Source: an optimization exercise on an open RTL-to-GDS flow (aim: small area, a short achievable clock period and few clock cycles per item). Production flows keep margins and buffers that such runs may drop.
Where RTL was checked, it was by simulation tests only, not by an equivalence proof against the original.

==> 09-01 <==
// mandel_engine
module mandel_engine #(
    parameter int BITS      = 16,
    parameter int ITER_BITS = 7
) (
    input  logic                   clk,
    input  logic                   rst_n,
    input  logic                   in_valid,
    output logic                   in_ready,
    input  logic signed [BITS-1:0] in_x,
    input  logic signed [BITS-1:0] in_y,
    input  logic                   julia_mode,
    input  logic signed [BITS-1:0] julia_cx,
    input  logic signed [BITS-1:0] julia_cy,
    input  logic [ITER_BITS-1:0]   max_iter,
    input  logic                   abort,
    output logic                   out_valid,
    input  logic                   out_ready,
    output logic [ITER_BITS-1:0]   out_iter,
    output logic                   out_escaped,
    output logic                   busy
);
==> module mandel_engine, before the edit <==
module mandel_engine #(
    parameter int BITS      = 16,
    parameter int ITER_BITS = 7
) (
    input  logic                   clk,
    input  logic                   rst_n,
    input  logic                   in_valid,
    output logic                   in_ready,
    input  logic signed [BITS-1:0] in_x,
    input  logic signed [BITS-1:0] in_y,
    input  logic                   julia_mode,
    input  logic signed [BITS-1:0] julia_cx,
    input  logic signed [BITS-1:0] julia_cy,
    input  logic [ITER_BITS-1:0]   max_iter,
    input  logic                   abort,
    output logic                   out_valid,
    input  logic                   out_ready,
    output logic [ITER_BITS-1:0]   out_iter,
    output logic                   out_escaped,
    output logic                   busy
);
    logic run_q, done_q;
    logic [6:0] iter_q, lim_q;
    logic signed [15:0] cx_q, cy_q;
    logic [15:0] zxn_q, zyn_q, sxn_q, syn_q;
    logic [16:0] xn, yn;
    logic mesc;
    logic mesc_q, xh_q, yh_q, stop_q;
    mandel_dp u_dp (
        .zxn (zxn_q),
        .zyn (zyn_q),
        .cx  (cx_q),
        .cy  (cy_q),
        .xn  (xn),
        .yn  (yn),
        .mesc(mesc)
    );
    logic esc, fin, cyc, ckpt;
    assign esc  = mesc_q || (xh_q == zxn_q[15]) || (yh_q == zyn_q[15]);
    assign fin  = run_q && (esc || stop_q || cyc);
    assign cyc  = (zxn_q == sxn_q) && (zyn_q == syn_q) && (iter_q != '0);
    assign ckpt = ((iter_q & (iter_q - 7'd1)) == '0) || (iter_q[3:0] == '0);
    logic idle, accept;
    assign idle   = !run_q && !done_q;
    assign accept = idle && in_valid;
    always_ff @(posedge clk) begin
        if (!rst_n || abort) begin
            run_q  <= 1'b0;
            done_q <= 1'b0;
        end else if (accept) begin
            run_q  <= 1'b1;
        end else if (fin) begin
            run_q  <= 1'b0;
            done_q <= !out_ready;
        end else if (done_q && out_ready) begin
            done_q <= 1'b0;
        end
    end
    always_ff @(posedge clk) begin
        if (idle) begin
            zxn_q  <= ~in_x;
            zyn_q  <= ~in_y;
            xh_q   <= in_x[15];
            yh_q   <= in_y[15];
            mesc_q <= 1'b0;
        end else begin
            zxn_q  <= ~xn[15:0];
            zyn_q  <= ~yn[15:0];
            xh_q   <= xn[16];
            yh_q   <= yn[16];
            mesc_q <= mesc;
        end
    end
    always_ff @(posedge clk) begin
        if (accept) begin
            cx_q  <= julia_mode ? julia_cx : in_x;
            cy_q  <= julia_mode ? julia_cy : in_y;
            lim_q <= max_iter;
        end
    end
    always_ff @(posedge clk) begin
        if (run_q && ckpt) begin
            sxn_q <= zxn_q;
            syn_q <= zyn_q;
        end
    end
    logic esc_h;
    always_ff @(posedge clk) begin
        if (accept) begin
            iter_q <= '0;
            stop_q <= 1'b0;
        end else if (run_q) begin
            iter_q <= iter_q + 7'd1;
            stop_q <= iter_q == lim_q;
            esc_h  <= esc;
        end
    end
    assign in_ready    = rst_n && idle;
    assign busy        = !idle;
    assign out_valid   = done_q || fin;
    assign out_escaped = run_q ? esc : esc_h;
    assign out_iter    = out_escaped ? iter_q + {6'b111111, !done_q} : lim_q;
endmodule
==> flow/config.mk <==
export PLATFORM = sky130hd
export DESIGN_NAME = mandel_engine
export DESIGN_NICKNAME = mandel_engine
export VERILOG_FILES = /design/flow/design.v
export SDC_FILE = /design/flow/constraint.sdc
export NUM_CORES = 4
export LEC_CHECK = 0
export CAP_MARGIN = 20
export CORE_MARGIN = 2
export CORE_UTILIZATION = 65
export CTS_BUF_LIST = sky130_fd_sc_hd__clkbuf_8
export PLACE_DENSITY = 0.75
export SLEW_MARGIN = 20
export SYNTH_HIERARCHICAL = 1
export SYNTH_MINIMUM_KEEP_SIZE = 0
==> flow/constraint.sdc <==
create_clock -name core_clock -period 14.0 [get_ports {clk}]
set_input_delay 2.8000 -clock core_clock [delete_from_list [all_inputs] [get_ports {clk}]]
set_output_delay 2.8000 -clock core_clock [all_outputs]
set_load 0.01 [all_outputs]
standard.sh (not shown) runs the stock make flow with config.mk's settings and CLKGATE_MAP_FILE= SYNTH_SCRIPT=/design/flow/synth_recipe.tcl, a recipe that flattens the netlist after the stock synthesis.
==> flow/flow/run.sh <==
#!/bin/bash
# The standard layout (standard.sh), with the port buffers made from
# sky130_fd_sc_hd__buf_1 cells instead of the default choice of a delay buffer.
set -euo pipefail
export BUFFER_PORTS_ARGS="-buffer_cell sky130_fd_sc_hd__buf_1"
bash standard.sh > standard.log 2>&1
==> 11-17 (differences from 09-01) <==
--- a/flow/design.v
+++ b/flow/design.v
@@ -18,31 +18,35 @@
     output logic [ITER_BITS-1:0]   out_iter,
     output logic                   out_escaped,
     output logic                   busy
 );
     logic run_q, done_q;
     logic [6:0] iter_q, lim_q;
     logic signed [15:0] cx_q, cy_q;
-    logic [15:0] zxn_q, zyn_q, sxn_q, syn_q;
+    logic [15:0] zxn_q, zyn_q;
+    logic [14:0] sxn_q, syn_q;
     logic [16:0] xn, yn;
     logic mesc;
     logic mesc_q, xh_q, yh_q, stop_q;
     mandel_dp u_dp (
         .zxn (zxn_q),
         .zyn (zyn_q),
         .cx  (cx_q),
         .cy  (cy_q),
         .xn  (xn),
         .yn  (yn),
         .mesc(mesc)
     );
-    logic esc, fin, cyc, ckpt;
+    logic esc, big, fin, cyc, ckpt;
     assign esc  = mesc_q || (xh_q == zxn_q[15]) || (yh_q == zyn_q[15]);
-    assign fin  = run_q && (esc || stop_q || cyc);
-    assign cyc  = (zxn_q == sxn_q) && (zyn_q == syn_q) && (iter_q != '0);
+    assign big  = (zxn_q[15] != zxn_q[14]) || (zyn_q[15] != zyn_q[14]);
+    assign fin  = run_q && (esc || stop_q || big || cyc);
+    assign cyc  = (zxn_q[14:0] == sxn_q) && (zyn_q[14:0] == syn_q) &&
+                  (zxn_q[15] == zxn_q[14]) && (zyn_q[15] == zyn_q[14]) &&
+                  (iter_q != '0);
     assign ckpt = ((iter_q & (iter_q - 7'd1)) == '0) || (iter_q[3:0] == '0);
     logic idle, accept;
     assign idle   = !run_q && !done_q;
     assign accept = idle && in_valid;
     always_ff @(posedge clk) begin
         if (!rst_n || abort) begin
             run_q  <= 1'b0;
@@ -76,34 +80,38 @@
             cx_q  <= julia_mode ? julia_cx : in_x;
             cy_q  <= julia_mode ? julia_cy : in_y;
             lim_q <= max_iter;
         end
     end
     always_ff @(posedge clk) begin
         if (run_q && ckpt) begin
-            sxn_q <= zxn_q;
-            syn_q <= zyn_q;
+            sxn_q <= zxn_q[14:0];
+            syn_q <= zyn_q[14:0];
         end
     end
-    logic esc_h;
+    logic oesc, esc_h, e1_h;
+    logic [1:0] back;
+    assign oesc = esc || (!stop_q && big);
     always_ff @(posedge clk) begin
         if (accept) begin
             iter_q <= '0;
             stop_q <= 1'b0;
         end else if (run_q) begin
             iter_q <= iter_q + 7'd1;
             stop_q <= iter_q == lim_q;
-            esc_h  <= esc;
+            esc_h  <= oesc;
+            e1_h   <= esc;
         end
     end
+    assign back        = run_q ? {1'b0, esc} : {e1_h, !e1_h};
     assign in_ready    = rst_n && idle;
     assign busy        = !idle;
     assign out_valid   = done_q || fin;
-    assign out_escaped = run_q ? esc : esc_h;
-    assign out_iter    = out_escaped ? iter_q + {6'b111111, !done_q} : lim_q;
+    assign out_escaped = run_q ? oesc : esc_h;
+    assign out_iter    = out_escaped ? iter_q - {5'd0, back} : lim_q;
 endmodule
 module mandel_dp (
     input  logic        [15:0] zxn,
     input  logic        [15:0] zyn,
     input  logic signed [15:0] cx,
     input  logic signed [15:0] cy,
     output logic        [16:0] xn,
==> flow/flow/run.sh (replaced) <==
#!/bin/bash
# The standard layout (standard.sh), with: the port buffers made from
# sky130_fd_sc_hd__buf_1 cells instead of the default choice of a delay
# buffer; clock tree synthesis without dummy loads; after global placement,
# registers with many loads upsized (flow/gain.tcl); after detailed
# placement, buffers with many loads upsized (flow/bufs.tcl).
set -euo pipefail
export BUFFER_PORTS_ARGS="-buffer_cell sky130_fd_sc_hd__buf_1"
export CTS_ARGS="-sink_clustering_enable -repair_clock_nets -buf_list sky130_fd_sc_hd__clkbuf_8 -dont_use_dummy_load"
export POST_GLOBAL_PLACE_TCL="$(pwd)/flow/gain.tcl"
export POST_DETAIL_PLACE_TCL="$(pwd)/flow/bufs.tcl"
bash standard.sh > standard.log 2>&1
==> flow/flow/bufs.tcl (new file) <==
# After detailed placement: buffers that drive many loads get a stronger
# drive of their own kind (buf_4 -> buf_8).
set n 0
foreach inst [get_cells *] {
  if {[get_property $inst ref_name] ne "sky130_fd_sc_hd__buf_4"} { continue }
  set o [get_pins -of_objects $inst -filter "direction == output"]
  set loads [llength [get_pins -of_objects [get_nets -of_objects $o] -filter "direction == input"]]
  if {$loads >= 16} {
    replace_cell $inst sky130_fd_sc_hd__buf_8
    incr n
  }
}
puts "bufs.tcl: upsized $n buffers"
==> flow/flow/gain.tcl (new file) <==
# After global placement: registers that drive many loads get the
# strongest drive of their own cell type (dfxtp_1 -> dfxtp_4).
set n 0
foreach inst [get_cells *] {
  if {[get_property $inst ref_name] ne "sky130_fd_sc_hd__dfxtp_1"} { continue }
  set q [get_pins -of_objects $inst -filter "direction == output"]
  set loads [llength [get_pins -of_objects [get_nets -of_objects $q] -filter "direction == input"]]
  if {$loads >= 8} {
    replace_cell $inst sky130_fd_sc_hd__dfxtp_4
    incr n
  }
}
puts "gain.tcl: upsized $n registers"
--- a/flow/config.mk
+++ b/flow/config.mk
@@ -5,11 +5,12 @@
 export SDC_FILE = /design/flow/constraint.sdc
 export NUM_CORES = 4
 export LEC_CHECK = 0
 export CAP_MARGIN = 20
 export CORE_MARGIN = 2
 export CORE_UTILIZATION = 65
 export CTS_BUF_LIST = sky130_fd_sc_hd__clkbuf_8
-export PLACE_DENSITY = 0.75
+export GPL_TIMING_DRIVEN = 0
+export PLACE_DENSITY = 0.8
 export SLEW_MARGIN = 20
 export SYNTH_HIERARCHICAL = 1
 export SYNTH_MINIMUM_KEEP_SIZE = 0
==> 10-27 (differences from 09-01) <==
--- a/flow/design.v
+++ b/flow/design.v
@@ -18,31 +18,35 @@
     output logic [ITER_BITS-1:0]   out_iter,
     output logic                   out_escaped,
     output logic                   busy
 );
     logic run_q, done_q;
     logic [6:0] iter_q, lim_q;
     logic signed [15:0] cx_q, cy_q;
-    logic [15:0] zxn_q, zyn_q, sxn_q, syn_q;
+    logic [15:0] zxn_q, zyn_q;
+    logic [14:0] sxn_q, syn_q;
     logic [16:0] xn, yn;
     logic mesc;
     logic mesc_q, xh_q, yh_q, stop_q;
     mandel_dp u_dp (
         .zxn (zxn_q),
         .zyn (zyn_q),
         .cx  (cx_q),
         .cy  (cy_q),
         .xn  (xn),
         .yn  (yn),
         .mesc(mesc)
     );
-    logic esc, fin, cyc, ckpt;
+    logic esc, big, fin, cyc, ckpt;
     assign esc  = mesc_q || (xh_q == zxn_q[15]) || (yh_q == zyn_q[15]);
-    assign fin  = run_q && (esc || stop_q || cyc);
-    assign cyc  = (zxn_q == sxn_q) && (zyn_q == syn_q) && (iter_q != '0);
+    assign big  = (zxn_q[15] != zxn_q[14]) || (zyn_q[15] != zyn_q[14]);
+    assign fin  = run_q && (esc || stop_q || big || cyc);
+    assign cyc  = (zxn_q[14:0] == sxn_q) && (zyn_q[14:0] == syn_q) &&
+                  (zxn_q[15] == zxn_q[14]) && (zyn_q[15] == zyn_q[14]) &&
+                  (iter_q != '0);
     assign ckpt = ((iter_q & (iter_q - 7'd1)) == '0) || (iter_q[3:0] == '0);
     logic idle, accept;
     assign idle   = !run_q && !done_q;
     assign accept = idle && in_valid;
     always_ff @(posedge clk) begin
         if (!rst_n || abort) begin
             run_q  <= 1'b0;
@@ -76,45 +80,48 @@
             cx_q  <= julia_mode ? julia_cx : in_x;
             cy_q  <= julia_mode ? julia_cy : in_y;
             lim_q <= max_iter;
         end
     end
     always_ff @(posedge clk) begin
         if (run_q && ckpt) begin
-            sxn_q <= zxn_q;
-            syn_q <= zyn_q;
+            sxn_q <= zxn_q[14:0];
+            syn_q <= zyn_q[14:0];
         end
     end
-    logic esc_h;
+    logic oesc, esc_h, e1_h;
+    logic [1:0] back;
+    assign oesc = esc || (!stop_q && big);
     always_ff @(posedge clk) begin
         if (accept) begin
             iter_q <= '0;
             stop_q <= 1'b0;
         end else if (run_q) begin
             iter_q <= iter_q + 7'd1;
             stop_q <= iter_q == lim_q;
-            esc_h  <= esc;
+            esc_h  <= oesc;
+            e1_h   <= esc;
         end
     end
+    assign back        = run_q ? {1'b0, esc} : {e1_h, !e1_h};
     assign in_ready    = rst_n && idle;
     assign busy        = !idle;
     assign out_valid   = done_q || fin;
-    assign out_escaped = run_q ? esc : esc_h;
-    assign out_iter    = out_escaped ? iter_q + {6'b111111, !done_q} : lim_q;
+    assign out_escaped = run_q ? oesc : esc_h;
+    assign out_iter    = out_escaped ? iter_q - {5'd0, back} : lim_q;
 endmodule
 module mandel_dp (
     input  logic        [15:0] zxn,
     input  logic        [15:0] zyn,
     input  logic signed [15:0] cx,
     input  logic signed [15:0] cy,
     output logic        [16:0] xn,
     output logic        [16:0] yn,
     output logic               mesc
 );
-    wire big = (zxn[15] ^ zxn[14]) | (zyn[15] ^ zyn[14]);
     wire [14:0] x = ~zxn[14:0];
     wire [14:0] y = ~zyn[14:0];
     wire qxp0 = x[0] & x[1];
     wire qxp1 = x[0] & x[2];
     wire qxp2 = x[0] & x[3];
     wire qxp3 = x[0] & x[4];
     wire qxp4 = x[0] & x[5];
@@ -1539,15 +1546,15 @@
     wire [16:0] xs1 = {c937, c936, c935, s935, c933, s933, c931, c930, s930, s929, s928, s927, s926, s925, s924, s923, qyls[13]};
     wire [16:0] xn17 = xs0 + xs1 + qxls[13];
     wire [16:0] ys0 = {s789, s788, c786, s786, c784, c783, c782, s782, c780, c779, c778, c777, c776, c775, c774, c773, c772};
     wire [16:0] ys1 = {c788, c787, s787, c785, s785, s784, s783, c781, s781, s780, s779, s778, s777, s776, s775, s774, s773};
     wire [16:0] yn17 = ys0 + ys1 + mxyls[12];
     assign xn   = xn17;
     assign yn   = yn17;
-    assign mesc = big | mag[16];
+    assign mesc = mag[16];
 endmodule
 module mandel_fa (
     input  logic a,
     input  logic b,
     input  logic c,
     output logic s,
     output logic co
==> flow/flow/run.sh (replaced) <==
#!/bin/bash
# The standard layout (standard.sh), with the port buffers made from
# sky130_fd_sc_hd__buf_1 cells instead of the default choice of a delay
# buffer, clock tree synthesis without dummy loads, and gain-based buffering
# of high-fanout nets after global placement (flow/gain.tcl).
set -euo pipefail
export BUFFER_PORTS_ARGS="-buffer_cell sky130_fd_sc_hd__buf_1"
export CTS_ARGS="-sink_clustering_enable -repair_clock_nets -buf_list sky130_fd_sc_hd__clkbuf_8 -dont_use_dummy_load"
export POST_GLOBAL_PLACE_TCL="$(pwd)/flow/gain.tcl"
bash standard.sh > standard.log 2>&1
==> flow/flow/gain.tcl (new file) <==
# After global placement: registers that drive many loads get the
# strongest drive of their own cell type (dfxtp_1 -> dfxtp_4).
set n 0
foreach inst [get_cells *] {
  if {[get_property $inst ref_name] ne "sky130_fd_sc_hd__dfxtp_1"} { continue }
  set q [get_pins -of_objects $inst -filter "direction == output"]
  set loads [llength [get_pins -of_objects [get_nets -of_objects $q] -filter "direction == input"]]
  if {$loads >= 8} {
    replace_cell $inst sky130_fd_sc_hd__dfxtp_4
    incr n
  }
}
puts "gain.tcl: upsized $n registers"
==> 04-08 (differences from 09-01) <==
--- a/flow/design.v
+++ b/flow/design.v
@@ -18,31 +18,35 @@
     output logic [ITER_BITS-1:0]   out_iter,
     output logic                   out_escaped,
     output logic                   busy
 );
     logic run_q, done_q;
     logic [6:0] iter_q, lim_q;
     logic signed [15:0] cx_q, cy_q;
-    logic [15:0] zxn_q, zyn_q, sxn_q, syn_q;
+    logic [15:0] zxn_q, zyn_q;
+    logic [14:0] sxn_q, syn_q;
     logic [16:0] xn, yn;
     logic mesc;
     logic mesc_q, xh_q, yh_q, stop_q;
     mandel_dp u_dp (
         .zxn (zxn_q),
         .zyn (zyn_q),
         .cx  (cx_q),
         .cy  (cy_q),
         .xn  (xn),
         .yn  (yn),
         .mesc(mesc)
     );
-    logic esc, fin, cyc, ckpt;
+    logic esc, big, fin, cyc, ckpt;
     assign esc  = mesc_q || (xh_q == zxn_q[15]) || (yh_q == zyn_q[15]);
-    assign fin  = run_q && (esc || stop_q || cyc);
-    assign cyc  = (zxn_q == sxn_q) && (zyn_q == syn_q) && (iter_q != '0);
+    assign big  = (zxn_q[15] != zxn_q[14]) || (zyn_q[15] != zyn_q[14]);
+    assign fin  = run_q && (esc || stop_q || big || cyc);
+    assign cyc  = (zxn_q[14:0] == sxn_q) && (zyn_q[14:0] == syn_q) &&
+                  (zxn_q[15] == zxn_q[14]) && (zyn_q[15] == zyn_q[14]) &&
+                  (iter_q != '0);
     assign ckpt = ((iter_q & (iter_q - 7'd1)) == '0) || (iter_q[3:0] == '0);
     logic idle, accept;
     assign idle   = !run_q && !done_q;
     assign accept = idle && in_valid;
     always_ff @(posedge clk) begin
         if (!rst_n || abort) begin
             run_q  <= 1'b0;
@@ -76,34 +80,38 @@
             cx_q  <= julia_mode ? julia_cx : in_x;
             cy_q  <= julia_mode ? julia_cy : in_y;
             lim_q <= max_iter;
         end
     end
     always_ff @(posedge clk) begin
         if (run_q && ckpt) begin
-            sxn_q <= zxn_q;
-            syn_q <= zyn_q;
+            sxn_q <= zxn_q[14:0];
+            syn_q <= zyn_q[14:0];
         end
     end
-    logic esc_h;
+    logic oesc, esc_h, e1_h;
+    logic [1:0] back;
+    assign oesc = esc || (!stop_q && big);
     always_ff @(posedge clk) begin
         if (accept) begin
             iter_q <= '0;
             stop_q <= 1'b0;
         end else if (run_q) begin
             iter_q <= iter_q + 7'd1;
             stop_q <= iter_q == lim_q;
-            esc_h  <= esc;
+            esc_h  <= oesc;
+            e1_h   <= esc;
         end
     end
+    assign back        = run_q ? {1'b0, esc} : {e1_h, !e1_h};
     assign in_ready    = rst_n && idle;
     assign busy        = !idle;
     assign out_valid   = done_q || fin;
-    assign out_escaped = run_q ? esc : esc_h;
-    assign out_iter    = out_escaped ? iter_q + {6'b111111, !done_q} : lim_q;
+    assign out_escaped = run_q ? oesc : esc_h;
+    assign out_iter    = out_escaped ? iter_q - {5'd0, back} : lim_q;
 endmodule
 module mandel_dp (
     input  logic        [15:0] zxn,
     input  logic        [15:0] zyn,
     input  logic signed [15:0] cx,
     input  logic signed [15:0] cy,
     output logic        [16:0] xn,
==> flow/flow/run.sh (replaced) <==
#!/bin/bash
# The standard layout (standard.sh), with the port buffers made from
# sky130_fd_sc_hd__buf_1 cells instead of the default choice of a delay
# buffer, clock tree synthesis without dummy loads, and gain-based buffering
# of high-fanout nets after global placement (flow/gain.tcl).
set -euo pipefail
export BUFFER_PORTS_ARGS="-buffer_cell sky130_fd_sc_hd__buf_1"
export CTS_ARGS="-sink_clustering_enable -repair_clock_nets -buf_list sky130_fd_sc_hd__clkbuf_8 -dont_use_dummy_load"
export POST_GLOBAL_PLACE_TCL="$(pwd)/flow/gain.tcl"
bash standard.sh > standard.log 2>&1
==> flow/flow/gain.tcl (new file) <==
# After global placement: registers that drive many loads get the
# strongest drive of their own cell type (dfxtp_1 -> dfxtp_4).
set n 0
foreach inst [get_cells *] {
  if {[get_property $inst ref_name] ne "sky130_fd_sc_hd__dfxtp_1"} { continue }
  set q [get_pins -of_objects $inst -filter "direction == output"]
  set loads [llength [get_pins -of_objects [get_nets -of_objects $q] -filter "direction == input"]]
  if {$loads >= 8} {
    replace_cell $inst sky130_fd_sc_hd__dfxtp_4
    incr n
  }
}
puts "gain.tcl: upsized $n registers"
==> notes <==
11-17 produced a clean layout. 10-27 completed with no timing, DRC or antenna violations. 04-08 passed the timing, DRC and antenna checks. 09-01 completed with no timing, DRC or antenna violations.
In non-clock buffer count, 10-27 and 04-08 do not differ.
Between 09-01 and 11-17, the lower die area is in 09-01 (gap about 0.23%, measured against 11-17).
Between 09-01 and 04-08, the lower count of clock-buffer cells in the layout is in 04-08 (gap 1).
Area after synthesis: 10-27 is larger than 09-01 (0.65%).
In 09-01 the sequential share of layout area is lower than in 10-27, by 0.098 points.
Worst setup slack: 09-01 > 04-08 > 10-27 > 11-17.
In 04-08 the synthesized cell count is lower than in 10-27, by 0.41%.
Between 09-01 and 11-17, the lower sequential cell count is in 11-17 (gap 1).
==> figures <==
	04-08	09-01	11-17	10-27
Run status	no timing/DRC/antenna violations	no timing/DRC/antenna violations	no timing/DRC/antenna violations	no timing/DRC/antenna violations
Fraction of area in multi-input gates	0.7572	0.7482	0.7493	0.7585
Depth of the critical timing path with buffers and inverters included	19	22	19	20
Signal buffers share of area	0.02975	0.02883	0.04150	0.02998
Max-Slew Margin vs Limit	0.3859	0.3530	0.2783	0.3478
Crit path buffers/inverters	3	1	3	1
Final core area utilization	0.6934	0.6997	0.7010	0.6952
Synthesized-area fraction occupied by ao, oa, aoi and oai cells	0.04635	0.04584	0.04635	0.04934
Detailed-routed wire length on met2	21.74 mm	22.08 mm	23.54 mm	22.05 mm
Grt met1 use	0.4122	0.4040	0.4326	0.3972
Min-delay src	stop_q	stop_q	zyn_q[5]	iter_q[5]
Number of synthesized flops with an enable pin	71	72	71	71
Multi-input combinational cell area	0.01459 sq mm	0.01455 sq mm	0.01459 sq mm	0.01469 sq mm
Yosys top cell area share	0.4410	0.4410	0.4410	0.4392
Synth Register Bits	116	117	116	116
Met1 wire length	16.06 mm	16.88 mm	17.08 mm	16.82 mm
# fillers	2083	2102	2113	2052
Count of multi-input gates	1391	1393	1391	1403
Starting utilization of the core area	0.6617	0.6602	0.6617	0.6627
Testbench counts of 09-01, summed over its fixed seeds: cycles 84,151, points 2,048.
Testbench counts of 11-17, summed over its fixed seeds: cycles 83,179, points 2,048.
Testbench counts of 04-08, summed over its fixed seeds: cycles 83,179, points 2,048.
The RTL of 10-27 was laid out without a check of its function.

static timing again, ports no longer ideal:
In the flow no input, the clock included, has a driving cell. The finished layouts below were timed again as built, in two steps.
Step 1 (the two cells are an assumption about what drives the block):
set clk [get_ports {clk}]
set_driving_cell -lib_cell sky130_fd_sc_hd__clkbuf_16 $clk
set_driving_cell -lib_cell sky130_fd_sc_hd__buf_2 [delete_from_list [all_inputs] $clk]
Step 2 moves the port delays by t, midway between the first and last clock arrival at a register: inputs arrive t later, outputs are due t later. That takes back most of the time a late clock gives input paths.
a / b / c = no drivers / after step 1 / after step 2; a / b = the first two.
| run | t, ns | setup WS [ns] | hold WS [ns] | latest minus earliest clock arrival (ns) |
|---|---|---|---|---|
| 09-01 | 0.522 | 7.801 / 7.801 / 7.801 | 0.515 / 0.515 / 0.515 | 0.019 / 0.020 |
| 11-17 | 0.501 | 6.867 / 6.867 / 6.867 | 0.463 / 0.463 / 0.463 | 0.042 / 0.042 |
| 10-27 | 0.492 | 7.650 / 7.650 / 7.650 | 0.538 / 0.538 / 0.538 | 0.023 / 0.024 |
| 04-08 | 0.501 | 7.708 / 7.708 / 7.708 | 0.543 / 0.543 / 0.543 | 0.029 / 0.028 |
After both steps setup and hold are still met in every run listed.
